This design comes from an exercise in tuning for small area, a short achievable clock period and few clock cycles per item on the open sky130 flow, not from production work.
Only simulation tests tie the RTL to the original design; equivalence was not proved.

## flow/design.v (module list and top-level ports; edited modules follow where they fit)
// module pe_requant: 1243 lines
// module pe_requant_fa: 10 lines
// module pe_requant_ha: 9 lines
module pe_requant #(
    parameter int ACC_W  = 32,
    parameter int MULT_W = 16,
    parameter int CNT_W  = 16
) (
    input  logic              clk,
    input  logic              rst_n,
    input  logic              in_valid,
    output logic              in_ready,
    input  logic [ACC_W-1:0]  in_acc,
    input  logic [ACC_W-1:0]  in_bias,
    input  logic              in_last,
    output logic              out_valid,
    input  logic              out_ready,
    output logic [7:0]        out_data,
    output logic              out_last,
    input  logic              cfg_we,
    input  logic [MULT_W-1:0] cfg_mult,
    input  logic [4:0]        cfg_shift,
    input  logic [7:0]        cfg_zp,
    output logic              busy,
    output logic [CNT_W-1:0]  out_count
);
  // ...
==> flow/flow/run.sh <==
#!/bin/bash
# Standard layout, with plain buffers (not delay buffers) on the ports.
export BUFFER_PORTS_ARGS="-buffer_cell sky130_fd_sc_hd__buf_1"
bash standard.sh > standard.log 2>&1
==> flow/standard.sh <==
#!/bin/bash
# synth_recipe.tcl (not shown) runs the flow's synth.tcl, then flattens the netlist and writes it again
# the make line also repeats each setting of config.mk as NAME=value (left out here)
make -C /OpenROAD-flow-scripts/flow DESIGN_CONFIG=/design/flow/config.mk WORK_HOME=/design/flow/orfs CLKGATE_MAP_FILE= SYNTH_SCRIPT=/design/flow/synth_recipe.tcl "${@:-finish}"
==> flow/config.mk <==
export PLATFORM = sky130hd
export DESIGN_NAME = pe_requant
export DESIGN_NICKNAME = pe_requant
export VERILOG_FILES = /design/flow/design.v
export SDC_FILE = /design/flow/constraint.sdc
export NUM_CORES = 4
export LEC_CHECK = 0
export ABC_CLOCK_PERIOD_IN_PS = 4400
export CAP_MARGIN = 20
export CORE_MARGIN = 2
export CORE_UTILIZATION = 55
export CTS_BUF_LIST = sky130_fd_sc_hd__clkbuf_4 sky130_fd_sc_hd__clkbuf_8
export CTS_CLUSTER_SIZE = 30
export SETUP_SLACK_MARGIN = 5.0
export SLEW_MARGIN = 20
export SYNTH_HIERARCHICAL = 1
export SYNTH_MINIMUM_KEEP_SIZE = 0
==> flow/constraint.sdc <==
create_clock -name core_clock -period 9.0 [get_ports {clk}]
set_input_delay 1.8000 -clock core_clock [delete_from_list [all_inputs] [get_ports {clk}]]
set_output_delay 1.8000 -clock core_clock [all_outputs]
set_load 0.01 [all_outputs]
==> reports/results.tsv, run 1 <==
metric	value	unit
status	finished clean	
crit_fanout	4	
fp.dieH	208.3	µm
synthAdderAreaFrac	29.87	%
crit_family	buffers and inverters	
synthSimpleGateAreaFrac	10.10	%
cp.arrival	2.19	ns
area_growth	10.53	%
ys_types	81	
buffer_area_share	4.762	%
top_layer_used	met4	
wl_met1	29240	µm
grt_pass1_vias	18870	
ant_nets	0	
crit_cells	3	
netlist_instances	2400	
worst_setup_path_start_kind	input pin	
synth_area	0.02296	mm²
place_area	0.02348	mm²
synthMuxAreaShare	1.482	%
post-route-util	61.88	%
synth_top_area_cell	fa_1	
synth_most_common_cell	xnor2_1	
Testbench counts, summed over its fixed seeds: cycles 11,204, items 10,948.
==> run 2: changes to the inputs <==
==> flow/flow/run.sh (replaced) <==
#!/bin/bash
# Standard layout, with plain buffers (not delay buffers) on the ports and a
# clock tree without dummy loads.
export BUFFER_PORTS_ARGS="-buffer_cell sky130_fd_sc_hd__buf_1"
export CTS_ARGS="-sink_clustering_enable -repair_clock_nets -dont_use_dummy_load -sink_clustering_size 20 -sink_clustering_max_diameter 100 -buf_list {sky130_fd_sc_hd__clkbuf_8 sky130_fd_sc_hd__clkbuf_16}"
bash standard.sh > standard.log 2>&1
==> run 2 against run 1 <==
  * Clock-buffer cell count shrank 55
  * Final area is 1.8% lower
  * Highest routed layer unchanged
  * Still clean
  * Routed wire length down 0.21%
  * Core utilization down 1.1 points
  * Fmax barely moved
  * Final cell count fell by 2.1%
  * Non-clock buffer count is 4 higher
  * Via count down 1.2%
  * Clock skew increased by 0.010 ns
==> reports/results.tsv, run 2 <==
metric	value	unit	change
crit_fanout	4		unchanged
start_util	55.98	%	
vias	18880		
place_area	0.02348	mm²	unchanged
cp.arrival	2.19	ns	about the same
grt_pass1_wl	107000	µm	
hold_viol_final	0		
layout_commonest_cell	xnor2_1		
holdBufCountCts	0		
ys_warn_count	9		
slew-limit-headroom	31.66	%	
dieArea	0.04340	mm²	
top_register	s2_y		
grt-ovfl-total	0		
drt-initial-drc-count	2116		
crit_path_cell_trace	buf_4 -> nand2b_4 -> buf_6		
cp_slowest_stage_delay	0.14	ns	
fin_tns_setup	0	ns	
track_usage	31.40	%	
antenna_found_initial	0		
slowest_stage	nand2b_4		
netlist_instances	2400		unchanged
die_w	208.3	µm	
synthFlopType	dfxtp_1		
synth_most_common_cell	xnor2_1		
final_area	0.02492	mm²	
syn_nets	2887		
fp.dieH	208.3	µm	unchanged
fill_cells	3582		
cts_tree	yes		
synth_top_area_share	23.28	%	
period_share	44.30	%	
clock-sinks	236		
io_pins	127		
synth_top_area_cell	fa_1		
final_nets	2873		
portBuffers	126		
area_growth	8.522	%	
synthArstFlopShare	26.69	%	
status	finished clean		
drtPass1Iterations	6		
rows	74		
finalSetupViolCount	0		
grt_pass1_vias	18600		-1.5%
htree_levels	1		
avgSynthCellArea	9.568	µm²	
ys_types	81		unchanged
grt_max_degree	64		
holdWs	0.3379	ns	
rsz0062_at_grt	yes		
required	7.20	ns	
worst_setup_path_start_kind	input pin		
dpl.hpwl	47600	µm	
final_cells	2917		
skew	0.04220	ns	
drive_gt1_share	9.060	%	
max_freq	250.8	MHz	
crit_path_end_kind	output pin		
min_period	3.987	ns	
ys_seq_area_share	22.35	%	
worstSkewPairLatency	0.53	ns	
final_cell_mix	xnor2_1 (297), fa_1 (263), a22oi_1 (257), nand2_1 (210), nor2_1 (132)		
synth_top_cells_by_count	xnor2_1 (299), fa_1 (267), a22oi_1 (257)		
top_regs	s2_y x50, s2_x x49, s1_sum x33		
synth_top_cells_by_area	fa_1 (23%), dfxtp_1 (14%), xnor2_1 (11%)		
synth_area	0.02296	mm²	unchanged
tightest_slew	1.025	ns	
clk_pin_slew	0.08	ns	
path_class	input pin to output pin		
placed_cells	2858		
numCtsBuffers	17		
synth_edf_count	9		
maxCapViolations	0		
cts-root-buf	clkbuf_16		
drt-vias-per-instance	6.473		
ant_nets	0		unchanged
final_max_slew_viol_count	0		
largest_reg_flops	50		
wl_per_cell	24.71	µm	
fp.coreArea	0.04102	mm²	
cts_buffer_depth	3		
synth_seq_cells	236		
wl	72090	µm	
place_congestion	0.9466		
drc	0		
hold_path.class	flip-flop to flip-flop		
## run 2: cell counts after synthesis
Identical to the previous run, type by type.
## run 2: critical path, delay by kind of cell
kind,cells,cell delay (ns)
and+or+nand+nor,1,0.14
buffers and inverters,2,0.25
## run 2: worst paths after layout
kind,slack [ns],endpoint,start,cells after the start
worst min register to register,0.34,s2_last,s1_last,0
worst max register to register,5.04,s2_x[14],bone[0],8
worst max-delay path,5.01,in_ready,out_ready,3
worst min-delay path,0.34,s2_last,s1_last,0
max in group asynchronous,6.89,cfg_shift_q[0],rst_n,2
min in group asynchronous,1.43,btwo[5],rst_n,2
## run 2: area by class of cell
class                   count  area, µm²  area share, %
multi-input cells        1889      17070          68.51
inverters                  55      214.0         0.8586
repair buffers            187       1308          5.247
clock buffers              17      425.4          1.707
diodes                      1      2.502        0.01004
well taps                 532      665.6          2.671
flip-flops and latches    236       5233          21.00
## run 2: cells by family (layout without fill, tap and decap cells)
family	count (synthesis)	count (layout)	synth area share, %
buffers and inverters	275	259	4.534
adders and majority gates	388	388	29.87
other	0	1	0
muxes	28	28	1.482
DFF	236	236	22.35
and+or+nand+nor	511	511	10.10
AOI/OAI and AO/OA	628	628	18.90
xor gates and xnor gates	334	334	12.77
## run 2: what timing repair did
item,in CTS,in global routing
pin swaps,10,45
resized for setup,49,76
buffers inserted,9,32
hold endpoints to repair,0,0
endpoints found under the setup margin,78,70
## run 2: stage by stage
| stage | util (%) | setup WS, ns |
|---|---|---|
| after global placement | 57.24 | 4.387 |
| after CTS | 58.87 | 4.974 |
| after floorplan | - | 4.766 |
| after detailed placement | 57.24 | 4.187 |
| final | 60.75 | 5.013 |
| after global routing | 60.75 | 4.895 |
## run 2: layer usage
layer,vias to the layer above,part of all wire (%),wire (µm),track usage (%)
li1,8274,-,-,-
met1,9351,41,29860,42.92
met3,192,9.3,6697,5.781
met2,1065,46,33010,50.50
met5,-,0,0,0
met4,0,3.5,2520,10.32
## run 2: modules after synthesis (local to each module, per instance)
module | copies in the design | cells | flip-flops and latches
pe_requant_fa | 256 | 1 | 0
pe_requant | 1 | 2116 | 236
pe_requant_ha | 28 | 1 | 0
==> run 3: changes to the inputs <==
==> flow/flow/run.sh (replaced) <==
#!/bin/bash
# Standard layout, with plain buffers (not delay buffers) on the ports and a
# clock tree without dummy loads.
export BUFFER_PORTS_ARGS="-buffer_cell sky130_fd_sc_hd__buf_1"
export CTS_ARGS="-sink_clustering_enable -repair_clock_nets -dont_use_dummy_load -sink_clustering_size 30 -buf_list {sky130_fd_sc_hd__clkbuf_4 sky130_fd_sc_hd__clkbuf_8}"
bash standard.sh > standard.log 2>&1
--- a/flow/config.mk
+++ b/flow/config.mk
@@ -5,6 +5,7 @@
 export SDC_FILE = /design/flow/constraint.sdc
 export NUM_CORES = 4
 export LEC_CHECK = 0
+export ABC_AREA = 1
 export ABC_CLOCK_PERIOD_IN_PS = 4400
 export CAP_MARGIN = 20
 export CORE_MARGIN = 2
==> run 3 against run 2 <==
  * Still clean
  * Fmax rose by 0.41%
  * Setup slack improved by 0.016 ns
  * Routed wire length rose by 2.4%
  * Hold slack got worse by 0.0084 ns
  * Via count rose by 6.7%
  * Die area fell by 0.20%
  * Global-route usage rose by 2.3 points
  * Register-to-register slack barely moved
  * Largest cell class unchanged
==> reports/results.tsv, run 3 <==
metric	value	unit	change
avgSynthCellArea	8.544	µm²	-11%
finalSetupViolCount	0		unchanged
synth_edf_count	9		unchanged
synth_top_cells_by_area	fa_1 (23%), dfxtp_1 (14%), xor2_1 (11%)		
final_nets	3303		+15%
antenna_found_initial	3		+3
cp.arrival	2.17	ns	-0.02 ns
slew-limit-headroom	32.09	%	+0.43 points
synthFlopType	dfxtp_1		
place_area	0.02368	mm²	+0.85%
start_util	55.87	%	-0.11 points
final_cell_mix	nand2_1 (466), xor2_1 (289), fa_1 (267), o22ai_1 (263), inv_1 (208)		
clk_pin_slew	0.05	ns	-0.03 ns
synth_compound_area_share	14.48	%	-4.4 points
drt-initial-drc-count	1966		-7.1%
final_area	0.02569	mm²	+3.1%
synthSimpleGateAreaFrac	14.14	%	+4.0 points
ys_warn_count	9		unchanged
cts_tree	yes		
clock-sinks	236		unchanged
maxCapViolations	0		unchanged
vias	20150		+6.7%
skew	0.06268	ns	+0.02048 ns
synth_seq_cells	236		unchanged
drtPass1Iterations	6		unchanged
syn_nets	3169		+9.8%
fill_cells	3550		-0.89%
worstSkewPairLatency	0.61	ns	+0.08 ns
ant_nets	0		unchanged
drt-vias-per-instance	6.017		-7.0%
path_class	input pin to output pin		
grt_pass1_wl	113200	µm	+5.8%
cts_buffer_depth	3		unchanged
synthMuxAreaShare	0.08736	%	-1.4 points
fin_ws	5.029	ns	+0.01630 ns
synth_area	0.02292	mm²	-0.20%
dieArea	0.04331	mm²	-0.20%
cts-root-buf	clkbuf_8		
place_congestion	0.9341		-1.3%
rsz0062_at_grt	yes		
tightest_slew	1.019	ns	-0.006392 ns
cp_slowest_stage_delay	0.13	ns	about the same
layout_commonest_cell	nand2_1		
fp.dieH	208.1	µm	about the same
fin_tns_setup	0	ns	unchanged
die_w	208.1	µm	about the same
holdWs	0.3295	ns	-0.008416 ns
max_freq	251.8	MHz	+0.41%
ys_seq_area_share	22.39	%	+0.045 points
crit_path_end_kind	output pin		
fp.coreArea	0.04102	mm²	unchanged
slowest_stage	buf_2		
io_pins	127		unchanged
crit_fanout	3		-1
worst_setup_path_start_kind	input pin		
synth_top_family_by_area	adder cells		
wl_per_cell	22.04	µm	-11%
ff2ff_setup_slack	5.05	ns	about the same
top_regs	s2_y x50, s2_x x49, s1_sum x33		
hold_path.class	flip-flop to flip-flop		
synthAdderAreaFrac	29.93	%	+0.060 points
portBuffers	126		unchanged
ys_types	53		-35%
wl	73800	µm	+2.4%
top_register	s2_y		
final_max_slew_viol_count	0		unchanged
largest_reg_flops	50		unchanged
numCtsBuffers	45		+28
synth_top_cells_by_count	nand2_1 (466), xor2_1 (290), o22ai_1 (274)		
synthXorXnorAreaFrac	12.04	%	-0.73 points
synth_most_common_cell	nand2_1		
required	7.20	ns	about the same
dpl.hpwl	52000	µm	+9.2%
area_growth	12.10	%	
synth_top_area_share	23.33	%	+0.047 points
grt_max_degree	64		unchanged
status	finished clean		
crit_path_cell_trace	buf_1 -> inv_1 -> nand2_1 -> buf_2		
htree_levels	2		+1
pre_cts_ws	4.714	ns	+0.5268 ns
rows	74		unchanged
grt_pass1_vias	19950		+7.3%
drive_gt1_share	10.41	%	+1.4 points
hold_viol_final	0		unchanged
synth_top_area_cell	fa_1		
min_period	3.971	ns	-0.01630 ns
period_share	44.12	%	-0.18 points
post-route-util	62.63	%	+1.9 points
synthArstFlopShare	26.69	%	unchanged
grt-ovfl-total	0		unchanged
netlist_instances	2682		+12%
track_usage	33.72	%	+2.3 points
drc	0		unchanged
-- run 3: changes by cell type in the layout (fill, tap and decap cells not counted), sizes merged, moves of 27 or more --
cell      delta
a22oi      -252
xor2       +255
o22ai      +262
nand2      +274
xnor2      -274
clkbuf      +27
clkinvlp    +38
and2        -38
o21ai       +38
nand3       +89
buf         +61
inv        +164
-- run 3: stage by stage --
stage	cells
2_1_floorplan	2682
3_3_place_gp	3210
3_5_place_dp	3210
4_1_cts	3308
5_1_grt	3346
6_report	3348
-- run 3: metal layers --
| metal | up-vias | wire, µm | track usage, % |
|---|---|---|---|
| met3 | 286 | 7956 | 9.449 |
| met5 | - | 13 | 0 |
| met1 | 9576 | 29350 | 43.27 |
| met4 | 2 | 3938 | 17.07 |
| met2 | 1145 | 32540 | 52.40 |
| li1 | 9136 | - | - |
-- run 3: layout make-up --
class                   instances  area, µm²  share of cell area, %
repair inverters                2      12.51                0.04871
multi-input cells            2028      16300                  63.44
clock buffers                  45      619.3                  2.411
inverters                     256       1104                  4.296
repair buffers                247       1836                  7.145
well taps                     532      665.6                  2.591
diodes                          2      5.005                0.01948
flip-flops and latches        236       5151                  20.05
-- run 3: worst max-delay path: cells and delay by family --
| kind | cells | cell delay (ns) |
|---|---|---|
| buffers and inverters | 3 | 0.32 |
| and+or+nand+nor | 1 | 0.05 |
-- run 3: cell families after synthesis --
kind of cell    Yosys count
buf+inv                 418
mux                       2
simple gates            761
flops                   236
compound gates          562
fa+ha+maj               388
xor+xnor                315
-- run 3: path summary, 6_finish.rpt --
kind,startpoint,to,cells after the start
min in group asynchronous,rst_n,h_vld[2],2
hold / removal,s1_last,s2_last,0
hold reg to reg,s1_last,s2_last,0
setup / recovery,out_ready,in_ready,4
setup reg to reg,s1_sum[0],s2_x[10],6
max in group asynchronous,rst_n,bneg[0],2
-- run 3: what timing repair did --
item                                    CTS  global route
gates resized for setup                  43            76
cloned                                    0             2
hold buffers                              0             0
endpoints found under the setup margin   57            56
pin swaps                                 4            42
setup buffers                            53            36
-- run 3: modules after synthesis (local to each module, per instance) --
module,cells inside,flops+latches,area [µm²]
pe_requant,2398,236,17440
pe_requant_fa,1,0,20.02
pe_requant_ha,1,0,12.51
==> run 4: changes to the inputs <==
--- a/flow/config.mk
+++ b/flow/config.mk
@@ -5,11 +5,10 @@
 export SDC_FILE = /design/flow/constraint.sdc
 export NUM_CORES = 4
 export LEC_CHECK = 0
-export ABC_AREA = 1
 export ABC_CLOCK_PERIOD_IN_PS = 4400
 export CAP_MARGIN = 20
 export CORE_MARGIN = 2
-export CORE_UTILIZATION = 55
+export CORE_UTILIZATION = 62
 export CTS_BUF_LIST = sky130_fd_sc_hd__clkbuf_4 sky130_fd_sc_hd__clkbuf_8
 export CTS_CLUSTER_SIZE = 30
 export SETUP_SLACK_MARGIN = 5.0
==> run 4 against run 3 <==
  * Critical endpoint unchanged
  * Fmax fell by 0.35%
  * Clock-buffer cell count fell by 2
  * Area after synthesis rose by 0.20%
  * Via count fell by 4.2%
  * Highest routed layer is now met4
  * Register-to-register slack got worse by 0.03 ns
  * Final area fell by 2.6%
  * Setup slack got worse by 0.014 ns
  * Routed wire length fell by 2.5%
  * Die area fell by 11%
  * Critical path type unchanged
  * Hold slack improved by 0.013 ns
==> reports/results.tsv, run 4 <==
metric	value	unit	change
status	finished clean		
synth_top_area_share	23.28	%	-0.047 points
cp.buffers_inverters	2		-1
place_congestion	0.9618		+3.0%
drt-initial-drc-count	2066		+5.1%
cp_slowest_stage_delay	0.14	ns	about the same
clock-sinks	236		unchanged
grt_pass1_vias	19010		-4.7%
area_growth	9.013	%	
crit_start	out_ready		
final_nets	2910		-12%
grt_pass1_wl	107200	µm	-5.3%
final_area	0.02503	mm²	-2.6%
fp.coreArea	0.03652	mm²	-11%
place_area	0.02341	mm²	-1.1%
synth_top_cells_by_area	fa_1 (23%), dfxtp_1 (14%), xnor2_1 (11%)		
worst_setup_path_start_kind	input pin		
min_period	3.985	ns	+0.01383 ns
holdBufCountCts	0		unchanged
ys_warn_count	9		unchanged
antenna_found_initial	0		-3
final_cell_mix	xnor2_1 (299), a22oi_1 (257), fa_1 (254), nand2_1 (210), dfxtp_1 (132)		
ant_nets	0		unchanged
io_pins	127		unchanged
crit_path_end_kind	output pin		
wl_per_cell	24.90	µm	+13%
avgSynthCellArea	9.568	µm²	+12%
grt-ovfl-total	0		unchanged
htree_levels	2		unchanged
tightest_slew	0.9811	ns	-0.03763 ns
drc	0		unchanged
top_regs	s2_y x50, s2_x x49, s1_sum x33		
synth_area	0.02296	mm²	+0.20%
clk_pin_slew	0.06	ns	about the same
period_share	44.28	%	+0.15 points
required	7.20	ns	about the same
cts_buffer_depth	3		unchanged
grt_max_degree	64		unchanged
max_freq	251.0	MHz	-0.35%
final_max_slew_viol_count	0		unchanged
crit_path_cell_trace	buf_4 -> nand2b_4 -> buf_6		
worstSkewPairLatency	0.60	ns	about the same
wl	71930	µm	-2.5%
portBuffers	126		unchanged
layout_commonest_cell	xnor2_1		
dieArea	0.03859	mm²	-11%
antenna_cells	0		-2
skew	0.06987	ns	+0.007192 ns
crit_fanout	4		+1
cp-endpoint	in_ready		
vias	19310		-4.2%
pre_cts_ws	4.264	ns	-0.4499 ns
syn_nets	2887		-8.9%
top_register	s2_y		
synthFlopType	dfxtp_1		
drive_gt1_share	10.45	%	+0.038 points
slowest_stage	nand2b_4		
fin_ws	5.015	ns	-0.01383 ns
cts_tree	yes		
synth_top_cells_by_count	xnor2_1 (299), fa_1 (267), a22oi_1 (257)		
numCtsBuffers	43		-4.4%
finalSetupViolCount	0		unchanged
path_class	input pin to output pin		
fp.dieH	196.4	µm	-5.6%
timing.rr.end	s2_x[11]		
rsz0062_at_grt	yes		
cp.arrival	2.18	ns	about the same
synth_seq_cells	236		unchanged
dpl.hpwl	46570	µm	-10%
ff2ff_setup_slack	5.02	ns	-0.03 ns
cts-root-buf	clkbuf_8		
reg2regPathDepth	9		+3
track_usage	35.84	%	+2.1 points
largest_reg_flops	50		unchanged
ys_seq_area_share	22.35	%	-0.045 points
die_w	196.4	µm	-5.6%
synth_edf_count	9		unchanged
start_util	62.87	%	+7.0 points
hold_path.class	flip-flop to flip-flop		
crit_family	buffers and inverters		
synth_most_common_cell	xnor2_1		
drt-vias-per-instance	6.683		+11%
fin_tns_setup	0	ns	unchanged
netlist_instances	2400		-11%
synth_top_area_cell	fa_1		
slew-limit-headroom	34.60	%	+2.5 points
hold_viol_final	0		unchanged
rows	70		-5.4%
ys_types	81		+53%
synthArstFlopShare	26.69	%	unchanged
drtPass1Iterations	7		+1
r2r-start	bone[0]		
crit_cells	3		-1
maxCapViolations	0		unchanged
==> run 4: cell count changes in the layout (fill, tap and decap cells not counted), moves of 40 or more <==
cell / before / now
o22ai_1: 263 / 12
xor2_1: 289 / 31
buf_4: 76 / 36
a22oi_1: 5 / 257
xnor2_1: 25 / 299
inv_1: 208 / 52
nand2_1: 466 / 210
o21ai_0: 143 / 94
nand3_1: 108 / 25
==> run 4: worst min path at each step <==
stage / endpoint / start / cells past startpoint / slack [ns]
2_1_floorplan: r3_last / s2_last / 0 / 0.31
3_3_place_gp: r3_last / s2_last / 0 / 0.31
5_1_grt: s2_last / s1_last / 0 / 0.35
4_1_cts: s2_last / s1_last / 0 / 0.33
6_report: s2_last / s1_last / 0 / 0.34
3_5_place_dp: s2_last / s1_last / 0 / 0.33
==> run 4: cell families (layout without fill, tap and decap cells) <==
group / after synthesis / after routing / synth area share (%)
AO/OA/AOI/OAI: 628 / 628 / 18.90
AND/OR/NAND/NOR: 511 / 511 / 10.10
adder cells (fa/ha/maj): 388 / 388 / 29.87
XOR/XNOR: 334 / 334 / 12.77
buffers and inverters: 275 / 296 / 4.534
flip-flops: 236 / 236 / 22.35
multiplexers: 28 / 28 / 1.482
==> run 4: layout make-up <==
type,instances,area (µm²)
well taps,468,585.6
fillers,2888,11490
multi-input cells,1889,17030
flip-flops and latches,236,5228
clock buffers,43,591.8
inverters,55,211.5
repair buffers,198,1388
==> run 4: per-module statistics from Yosys (local to each module, per instance) <==
| module | flip-flops and latches | cells inside |
|---|---|---|
| pe_requant | 236 | 2116 |
| pe_requant_fa | 0 | 1 |
| pe_requant_ha | 0 | 1 |
==> run 4: layer usage <==
metal	vias to the layer above	routed length, µm	track usage (%)
li1	8350	-	-
met1	9393	28160	48.96
met2	1320	32340	56.08
met3	243	8268	7.649
met4	0	3164	14.17
met5	-	0	0
==> run 4: timing repair <==
item / CTS / global route
gates resized for setup: 43 / 82
setup endpoints to repair: 76 / 69
cloned: 0 / 1
buffers inserted: 15 / 35
pin swaps: 6 / 113
==> run 4: metrics by stage <==
stage / util [%] / std cells / hold slack (ns)
floorplan: - / 2400 / 0.3096
global placement: 64.09 / 2795 / 0.3144
detailed placement: 64.09 / 2795 / 0.3275
CTS: 66.45 / 2853 / 0.3334
global route: 68.54 / 2889 / 0.3539
finish: 68.54 / 2889 / 0.3428
==> run 5: changes to the inputs <==
--- a/flow/config.mk
+++ b/flow/config.mk
@@ -8,7 +8,7 @@
 export ABC_CLOCK_PERIOD_IN_PS = 4400
 export CAP_MARGIN = 20
 export CORE_MARGIN = 2
-export CORE_UTILIZATION = 62
+export CORE_UTILIZATION = 48
 export CTS_BUF_LIST = sky130_fd_sc_hd__clkbuf_4 sky130_fd_sc_hd__clkbuf_8
 export CTS_CLUSTER_SIZE = 30
 export SETUP_SLACK_MARGIN = 5.0
==> run 5 against run 4 <==
  * Synthesized cell count unchanged
  * Final cell count up 5.4%
  * Die area up 29%
  * Clock skew up 0.050 ns
  * Core utilization down 15 points
  * Critical path depth unchanged
  * Sequential share of layout area down 0.22 points
  * Area after synthesis unchanged
  * Register-to-register slack about the same
==> reports/results.tsv, run 5 <==
metric	value	unit	change
status	finished clean		
synth_compound_area_share	18.90	%	unchanged
fin_tns_setup	0	ns	unchanged
antenna_found_initial	1		+1
final_cell_mix	xnor2_1 (298), fa_1 (261), a22oi_1 (255), nand2_1 (210), dfxtp_1 (131)		
layout_commonest_cell	xnor2_1		
crit_fanout	4		unchanged
die_w	222.7	µm	+13%
placed_cells	2944		+5.3%
pre_cts_ws	4.120	ns	-0.1446 ns
worst_setup_path_start_kind	input pin		
grt.met1_usage	37.88	%	-11 points
rows	80		+14%
hold_viol_final	0		unchanged
start_util	48.40	%	-14 points
synth_seq_cells	236		unchanged
crit_path_end_kind	output pin		
syn_nets	2887		unchanged
period_share	44.26	%	about the same
slew-limit-headroom	31.19	%	-3.4 points
clk_pin_slew	0.06	ns	about the same
holdBufCountCts	0		unchanged
drt-initial-drc-count	1929		-6.6%
clock-sinks	236		unchanged
drt-vias-per-instance	6.281		-6.0%
largest_reg_flops	50		unchanged
cts-root-buf	clkbuf_8		
portBuffers	126		unchanged
numCtsBuffers	46		+7.0%
area_growth	10.30	%	
synth_top_cells_by_count	xnor2_1 (299), fa_1 (267), a22oi_1 (257)		
synth_top_cells_by_area	fa_1 (23%), dfxtp_1 (14%), xnor2_1 (11%)		
path_class	input pin to output pin		
htree_levels	2		unchanged
max_freq	251.1	MHz	about the same
grt_pass1_wl	110600	µm	+3.2%
drive_gt1_share	10.58	%	+0.13 points
rsz0062_at_grt	yes		
synthSimpleGateAreaFrac	10.10	%	unchanged
ys_types	81		unchanged
dpl.hpwl	47560	µm	+2.1%
drc	0		unchanged
top_regs	s2_y x50, s2_x x49, s1_sum x33		
wl_per_cell	24.47	µm	-1.7%
min_period	3.983	ns	-0.001660 ns
ys_warn_count	9		unchanged
synthFlopType	dfxtp_1		
final_nets	2918		+0.27%
final_cells	3045		+5.4%
hold_path_depth	0		unchanged
cp.arrival	2.18	ns	about the same
synthAdderAreaFrac	29.87	%	unchanged
grt-ovfl-total	0		unchanged
synth_area	0.02296	mm²	unchanged
synthXorXnorAreaFrac	12.77	%	unchanged
ys_seq_area_share	22.35	%	unchanged
cts_tree	yes		
synth_top_family_by_area	adder cells		
grt_max_degree	64		unchanged
synth_most_common_cell	xnor2_1		
synthArstFlopShare	26.69	%	unchanged
grt_pass1_vias	18990		-0.084%
grt_use_met3	5.713	%	-1.9 points
drtPass1Iterations	7		unchanged
fp.coreArea	0.04745	mm²	+30%
cts_buffer_depth	3		unchanged
final_max_slew_viol_count	0		unchanged
netlist_instances	2400		unchanged
tightest_slew	1.032	ns	+0.05112 ns
finalSetupViolCount	0		unchanged
top_register	s2_y		
dieArea	0.04960	mm²	+29%
synth_edf_count	9		unchanged
busiest_layer	met2		
place_congestion	0.8919		-7.3%
synth_top_area_cell	fa_1		
fp.dieH	222.7	µm	+13%
required	7.20	ns	about the same
skew	0.1197	ns	+0.04979 ns
fin_ws	5.017	ns	+0.001660 ns
grt_use_met2	46.55	%	-9.5 points
io_pins	127		unchanged
worstSkewPairLatency	0.63	ns	+0.03 ns
avgSynthCellArea	9.568	µm²	unchanged
synth_top_area_share	23.28	%	unchanged
vias	19130		-0.93%
ant_nets	0		unchanged
synthMuxAreaShare	1.482	%	unchanged
wl	74510	µm	+3.6%
hold_path.class	flip-flop to flip-flop		
maxCapViolations	0		unchanged
reg2regPathDepth	9		unchanged
track_usage	28.81	%	-7.0 points
## run 5: layout make-up
class	instances	area (µm²)
fill	4301	22120
tap	615	769.5
inverter	55	211.5
antenna	1	2.502
multi-input combinational	1889	17010
clock buffer	46	633.1
timing repair buffer	203	1471
sequential	236	5233
## run 5: what timing repair did
item / 4_1_cts / 5_1_grt
hold endpoints to repair: 0 / 0
pin swaps: 4 / 60
buffers inserted: 16 / 36
cloned: 0 / 2
gates resized for setup: 58 / 60
setup endpoints to repair: 76 / 65
## run 5: worst max-delay path, stage by stage
cell and delay, ns:
buf_2 0.13, nand2b_4 0.14, buf_6 0.11
## run 5: per-module statistics from Yosys (local to each module, per instance)
| module | cell area (µm²) | times used |
|---|---|---|
| pe_requant | 17490 | 1 |
| pe_requant_fa | 20.02 | 256 |
| pe_requant_ha | 12.51 | 28 |
## run 5: final timing paths
check	slack, ns	start	end
max	5.02	out_ready	in_ready
min	0.29	s2_last	r3_last
max reg2reg	5.02	bone[0]	s2_x[29]
min reg2reg	0.29	s2_last	r3_last
max in group asynchronous	6.96	rst_n	btwo[6]
min in group asynchronous	1.37	rst_n	bone[8]
## run 5: kinds of logic after synthesis
logic type      count (synthesis)
compound gates                628
xor+xnor                      334
fa+ha+maj                     388
buf+inv                       275
flops                         236
mux                            28
simple gates                  511
## run 5: through the flow
| step | area, µm² | hold WS [ns] | utilization, % |
|---|---|---|---|
| 2_1_floorplan | 23000 | 0.3096 | - |
| 3_3_place_gp | 23610 | 0.3114 | 49.75 |
| 3_5_place_dp | 23610 | 0.3161 | 49.75 |
| 4_1_cts | 24580 | 0.2804 | 51.80 |
| 5_1_grt | 25330 | 0.2850 | 53.38 |
| 6_report | 25330 | 0.2881 | 53.38 |
## run 5: metal layers
metal	vias to the layer above	wire length, µm
met5	-	0
met3	247	6194
met4	0	3226
met1	9513	30410
li1	8360	-
met2	1006	34680
==> run 6: changes to the inputs <==
--- a/flow/config.mk
+++ b/flow/config.mk
@@ -8,10 +8,10 @@
 export ABC_CLOCK_PERIOD_IN_PS = 4400
 export CAP_MARGIN = 20
 export CORE_MARGIN = 2
-export CORE_UTILIZATION = 48
+export CORE_UTILIZATION = 55
 export CTS_BUF_LIST = sky130_fd_sc_hd__clkbuf_4 sky130_fd_sc_hd__clkbuf_8
 export CTS_CLUSTER_SIZE = 30
-export SETUP_SLACK_MARGIN = 5.0
+export SETUP_SLACK_MARGIN = 4.8
 export SLEW_MARGIN = 20
 export SYNTH_HIERARCHICAL = 1
 export SYNTH_MINIMUM_KEEP_SIZE = 0
==> run 6 against run 5 <==
  * Die area shrank 13%
  * Global-route usage is 2.7 points higher
  * Final area down 3.7%
  * Non-clock buffer count shrank 43
  * Core utilization up 6.1 points
  * Final cell count is 4.1% lower
  * Routed wire length down 6.9%
  * Critical endpoint is now s2_x[32]
==> reports/results.tsv, run 6 <==
metric	value	unit	change
status	finished clean		
tightest_slew	0.9970	ns	-0.03515 ns
top_register	s2_y		
wl_met3	6401	µm	+3.3%
vias	18600		-2.8%
drive_gt1_share	6.625	%	-4.0 points
maxCapViolations	0		unchanged
finalSetupViolCount	0		unchanged
grt-ovfl-total	0		unchanged
start_util	55.98	%	+7.6 points
synth_seq_cells	236		unchanged
htree_levels	2		unchanged
dieArea	0.04340	mm²	-13%
fp.coreArea	0.04102	mm²	-14%
worst_setup_path_start_kind	flip-flop		
ant_nets	0		unchanged
max_freq	241.2	MHz	-3.9%
top_layer_used	met4		
cts_buffer_depth	3		unchanged
wl_per_cell	23.75	µm	-2.9%
final_max_slew_viol_count	0		unchanged
synthFlopType	dfxtp_1		
fin_tns_setup	0	ns	unchanged
cts_tree	yes		
rows	74		-7.5%
clock-sinks	236		unchanged
drt-vias-per-instance	6.370		+1.4%
slew-limit-headroom	33.53	%	+2.3 points
period_share	46.07	%	+1.8 points
holdWs	0.3215	ns	+0.03335 ns
worstSkewPairLatency	0.63	ns	about the same
drtPass1Iterations	6		-1
min_period	4.146	ns	+0.1627 ns
clk_pin_slew	0.05	ns	about the same
pre_cts_ws	4.193	ns	+0.07360 ns
grt_pass1_wl	106800	µm	-3.4%
skew	0.07619	ns	-0.04348 ns
drt-initial-drc-count	1826		-5.3%
place_congestion	0.9419		+5.6%
drc	0		unchanged
ys_types	81		unchanged
ys_seq_area_share	22.35	%	unchanged
synth_top_area_share	23.28	%	unchanged
io_pins	127		unchanged
antenna_found_initial	3		+2
numCtsBuffers	45		-2.2%
crit_path_end_kind	flip-flop		
rsz0062_at_grt	yes		
fp.dieH	208.3	µm	-6.5%
largest_reg_flops	50		unchanged
ys_warn_count	9		unchanged
final_area	0.02438	mm²	-3.7%
fin_ws	4.854	ns	-0.1627 ns
synthArstFlopShare	26.69	%	unchanged
layout_commonest_cell	xnor2_1		
synth_top_area_cell	fa_1		
area_growth	6.190	%	
wl_met1	28860	µm	-5.1%
portBuffers	126		unchanged
grt_pass1_vias	18790		-1.1%
cts-root-buf	clkbuf_8		
dpl.hpwl	47560	µm	about the same
avgSynthCellArea	9.568	µm²	unchanged
track_usage	31.53	%	+2.7 points
wl	69350	µm	-6.9%
crit_fanout	17		+13
final_cell_mix	xnor2_1 (299), fa_1 (264), a22oi_1 (257), nand2_1 (210), dfxtp_1 (158)		
cp.arrival	4.60	ns	+2.42 ns
hold_viol_final	0		unchanged
syn_nets	2887		unchanged
synth_most_common_cell	xnor2_1		
hold_path.class	flip-flop to flip-flop		
synth_area	0.02296	mm²	unchanged
grt_max_degree	64		unchanged
final_nets	2874		-1.5%
wl_met2	31950	µm	-7.9%
top_regs	s2_y x50, s2_x x49, s1_sum x33		
synth_top_cells_by_count	xnor2_1 (299), fa_1 (267), a22oi_1 (257)		
synth_edf_count	9		unchanged
place_area	0.02347	mm²	-0.57%
netlist_instances	2400		unchanged
required	9.46	ns	+2.26 ns
synth_top_cells_by_area	fa_1 (23%), dfxtp_1 (14%), xnor2_1 (11%)		
path_class	flip-flop to flip-flop		
die_w	208.3	µm	-6.5%
run 6: cell counts after synthesis:
Identical to the previous run, type by type.
run 6: metal layers:
metal | track usage, % | up-vias
li1 | - | 8264
met1 | 42.60 | 9187
met2 | 49.53 | 983
met3 | 6.883 | 165
met4 | 12.43 | 0
met5 | 0 | -
run 6: layout make-up:
class	instances	area, µm²
tap	532	665.6
clock buffer	45	619.3
fill	3712	16630
sequential	236	5201
timing repair buffer	160	782.0
antenna	3	7.507
inverter	55	214.0
multi-input combinational	1889	16890
run 6: final timing paths:
kind	startpoint	end	slack [ns]	cells after the start
min reg2reg	s1_last	s2_last	0.32	0
min	s1_last	s2_last	0.32	0
max	s1_sum[22]	s2_x[32]	4.85	7
min in group asynchronous	rst_n	bone[2]	1.37	2
max in group asynchronous	rst_n	btwo[5]	6.96	2
max reg2reg	s1_sum[22]	s2_x[32]	4.85	7
run 6: through the flow:
step	utilization [%]	cells
after floorplan	-	2400
after detailed placement	57.22	2857
after global routing	59.45	2920
final	59.45	2920
after global placement	57.22	2857
after CTS	58.85	2904
run 6: modules after synthesis, one instance, submodules excluded:
module         cells inside  times used
pe_requant             2116           1
pe_requant_fa             1         256
pe_requant_ha             1          28
run 6: what timing repair did:
action	CTS	global route
setup buffers	2	13
endpoints found under the setup margin	62	52
pin swaps	2	9
gates resized for setup	11	29
hold buffers	0	0
run 6: worst max-delay path, stage by stage (launching register included):
cell and delay, ns:
dfxtp_1 0.92, a22oi_1 0.25, xnor2_1 0.28, fa_1 0.49, fa_1 0.51, fa_1 0.57, fa_1 0.53, fa_1 0.47
run 6: cells by family after synthesis:
logic type / share of synthesized area, %
mux: 1.482
buf+inv: 4.534
compound gates: 18.90
flops: 22.35
fa+ha+maj: 29.87
simple gates: 10.10
xor+xnor: 12.77
==> run 7: changes to the inputs <==
--- a/flow/config.mk
+++ b/flow/config.mk
@@ -11,7 +11,7 @@
 export CORE_UTILIZATION = 55
 export CTS_BUF_LIST = sky130_fd_sc_hd__clkbuf_4 sky130_fd_sc_hd__clkbuf_8
 export CTS_CLUSTER_SIZE = 30
-export SETUP_SLACK_MARGIN = 4.8
+export SETUP_SLACK_MARGIN = 5.0
 export SLEW_MARGIN = 20
 export SYNTH_HIERARCHICAL = 1
 export SYNTH_MINIMUM_KEEP_SIZE = 0
==> run 7 against run 6 <==
  * Setup slack gained 0.16 ns
  * Non-clock buffer count grew 19
  * Clock-buffer cell count grew 1
  * Highest routed layer unchanged
  * Register-to-register slack better by 0.22 ns
  * Global-route usage increased by 0.29 points
  * Core utilization rose by 1.3 points
==> reports/results.tsv, run 7 <==
metric	value	unit	change
slew-limit-headroom	32.20	%	-1.3 points
synthArstFlopShare	26.69	%	unchanged
grt_max_degree	64		unchanged
synth_top_cells_by_area	fa_1 (23%), dfxtp_1 (14%), xnor2_1 (11%)		
final_cells	2938		+0.62%
htree_levels	2		unchanged
grt_pass1_wl	107800	µm	+0.88%
period_share	44.31	%	-1.8 points
clk_pin_slew	0.06	ns	about the same
clock-sinks	236		unchanged
drt-initial-drc-count	1871		+2.5%
final_cell_mix	xnor2_1 (297), fa_1 (262), a22oi_1 (257), nand2_1 (209), dfxtp_1 (132)		
synth_area	0.02296	mm²	unchanged
cts_tree	yes		
synth_top_area_share	23.28	%	unchanged
maxCapViolations	0		unchanged
synth_top_cells_by_count	xnor2_1 (299), fa_1 (267), a22oi_1 (257)		
synth_top_area_cell	fa_1		
io_pins	127		unchanged
top_register	s2_y		
max_freq	250.8	MHz	+4.0%
track_usage	31.82	%	+0.29 points
crit_fanout	4		-13
fp.dieH	208.3	µm	unchanged
min_period	3.988	ns	-0.1580 ns
cp.arrival	2.19	ns	-2.41 ns
skew	0.06916	ns	-0.007027 ns
status	finished clean		
drive_gt1_share	9.397	%	+2.8 points
grt_pass1_vias	18780		-0.053%
start_util	55.98	%	unchanged
portBuffers	126		unchanged
tightest_slew	1.017	ns	+0.01994 ns
hold_path.class	flip-flop to flip-flop		
placed_cells	2858		+0.035%
ys_seq_area_share	22.35	%	unchanged
required	7.20	ns	-2.26 ns
largest_reg_flops	50		unchanged
cts_buffer_depth	3		unchanged
drtPass1Iterations	7		+1
cp_slowest_stage_delay	0.14	ns	-0.78 ns
fp.coreArea	0.04102	mm²	unchanged
ys_types	81		unchanged
drc	0		unchanged
fin_tns_setup	0	ns	unchanged
antenna_found_initial	0		-3
synthFlopType	dfxtp_1		
cts-root-buf	clkbuf_8		
synth_seq_cells	236		unchanged
crit_path_end_kind	output pin		
place_congestion	0.9466		+0.50%
die_w	208.3	µm	unchanged
layout_commonest_cell	xnor2_1		
path_class	input pin to output pin		
synth_most_common_cell	xnor2_1		
syn_nets	2887		unchanged
final_nets	2894		+0.70%
crit_path_cell_trace	buf_4 -> nand2b_4 -> buf_6		
vias	18890		+1.6%
worst_setup_path_start_kind	input pin		
numCtsBuffers	46		+2.2%
wl_per_cell	24.34	µm	+2.5%
drt-vias-per-instance	6.430		+0.94%
area_growth	8.582	%	
ant_nets	0		unchanged
dpl.hpwl	47600	µm	about the same
rsz0062_at_grt	yes		
holdBufCountCts	0		unchanged
wl	71520	µm	+3.1%
netlist_instances	2400		unchanged
synth_edf_count	9		unchanged
hold_viol_final	0		unchanged
worstSkewPairLatency	0.63	ns	about the same
avgSynthCellArea	9.568	µm²	unchanged
ys_warn_count	9		unchanged
final_max_slew_viol_count	0		unchanged
slowest_stage	nand2b_4		
top_regs	s2_y x50, s2_x x49, s1_sum x33		
finalSetupViolCount	0		unchanged
rows	74		unchanged
dieArea	0.04340	mm²	unchanged
grt-ovfl-total	0		unchanged
[run 7: cell counts after synthesis]
No cell type changed its count.
[run 7: cells by family (layout without fill, tap and decap cells)]
group / after synthesis / in the layout / share of synthesized area [%]
AO/OA/AOI/OAI: 628 / 628 / 18.90
XOR/XNOR: 334 / 334 / 12.77
adder cells (fa/ha/maj): 388 / 388 / 29.87
buffers and inverters: 275 / 280 / 4.534
flip-flops: 236 / 236 / 22.35
multiplexers: 28 / 28 / 1.482
other: 0 / 1 / 0
AND/OR/NAND/NOR: 511 / 511 / 10.10
[run 7: Yosys stat by module, one instance, submodules excluded]
| module | copies in the design | cells inside |
|---|---|---|
| pe_requant | 1 | 2116 |
| pe_requant_fa | 256 | 1 |
| pe_requant_ha | 28 | 1 |
[run 7: repair_timing]
action                                  CTS  global route
pin swaps                                 5            32
gates resized for setup                  51            61
setup buffers                             8            25
endpoints found under the setup margin   77            65
[run 7: critical path, delay by kind of cell]
| kind | cells | cell delay [ns] |
|---|---|---|
| buffers and inverters | 2 | 0.25 |
| AND/OR/NAND/NOR | 1 | 0.14 |
[run 7: per-layer routing]
metal | up-vias | share of wire (%) | global-route usage, % | wire length [µm]
met4 | 0 | 3.3 | 12.21 | 2331
met2 | 1042 | 46 | 50.66 | 32930
li1 | 8310 | - | - | -
met1 | 9334 | 41 | 42.64 | 29560
met3 | 204 | 9.4 | 6.777 | 6702
met5 | - | 0 | 0 | 0
[run 7: stage by stage]
| stage | utilization, % | setup WS, ns | hold WS (ns) | cell area, µm² |
|---|---|---|---|---|
| final | 60.79 | 5.012 | 0.3188 | 24930 |
| after floorplan | - | 4.766 | 0.3096 | 23000 |
| after global routing | 60.78 | 4.929 | 0.3462 | 24930 |
| after CTS | 59.36 | 5.000 | 0.3248 | 24350 |
| after detailed placement | 57.24 | 4.187 | 0.3171 | 23480 |
| after global placement | 57.24 | 4.387 | 0.3128 | 23480 |
[run 7: final cells by class]
cell class / instances / area [µm²]
Antenna cell: 1 / 2.502
Inverter: 55 / 211.5
Timing Repair Buffer: 179 / 1166
Multi-Input combinational cell: 1889 / 17020
Fill cell: 3594 / 16080
Clock buffer: 46 / 633.1
Sequential cell: 236 / 5230
Tap cell: 532 / 665.6
[run 7: worst paths after layout]
check	start	endpoint	slack, ns	cells after the start
setup reg to reg	bone[0]	s2_x[12]	5.07	8
setup / recovery	out_ready	in_ready	5.01	3
hold / removal	s2_last	r3_last	0.32	0
min in group asynchronous	rst_n	fl_q[1]	1.36	2
hold reg to reg	s2_last	r3_last	0.32	0
max in group asynchronous	rst_n	btwo[3]	6.96	2

-- re-timing with driven ports --
The results above use ideal ports. As a check the final layouts listed here were re-extracted and re-timed, cells and wires unchanged.
Step 1 assumes that a clkbuf_16 drives the clock port and a buf_2 every other input.
Step 2 adds t to the input delays and takes it off the output delays; t is the mean of the earliest and latest rising clock arrival at the registers after step 1. Input paths then give back, and output paths get back, about the clock's delay inside the block.
a / b / c = no drivers / after step 1 / after step 2; a / b = the first two.
run	t (ns)	setup slack, ns	latest minus earliest clock arrival (ns)
run 1	0.680	5.012 / 4.982 / 4.497	0.042 / 0.043
run 2	0.570	5.013 / 4.986 / 4.469	0.051 / 0.051
run 3	0.641	5.029 / 5.009 / 4.753	0.063 / 0.063
run 4	0.622	5.015 / 4.987 / 4.491	0.084 / 0.084
run 5	0.628	5.017 / 4.996 / 4.426	0.120 / 0.120
run 6	0.645	4.854 / 4.854 / 4.362	0.079 / 0.079
run 7	0.658	5.012 / 4.986 / 4.453	0.077 / 0.078
After both steps every run listed still meets setup and hold. For run 5, which loses most, drivers alone change the setup slack by -0.021 ns; drivers and shift together by -0.591 ns.
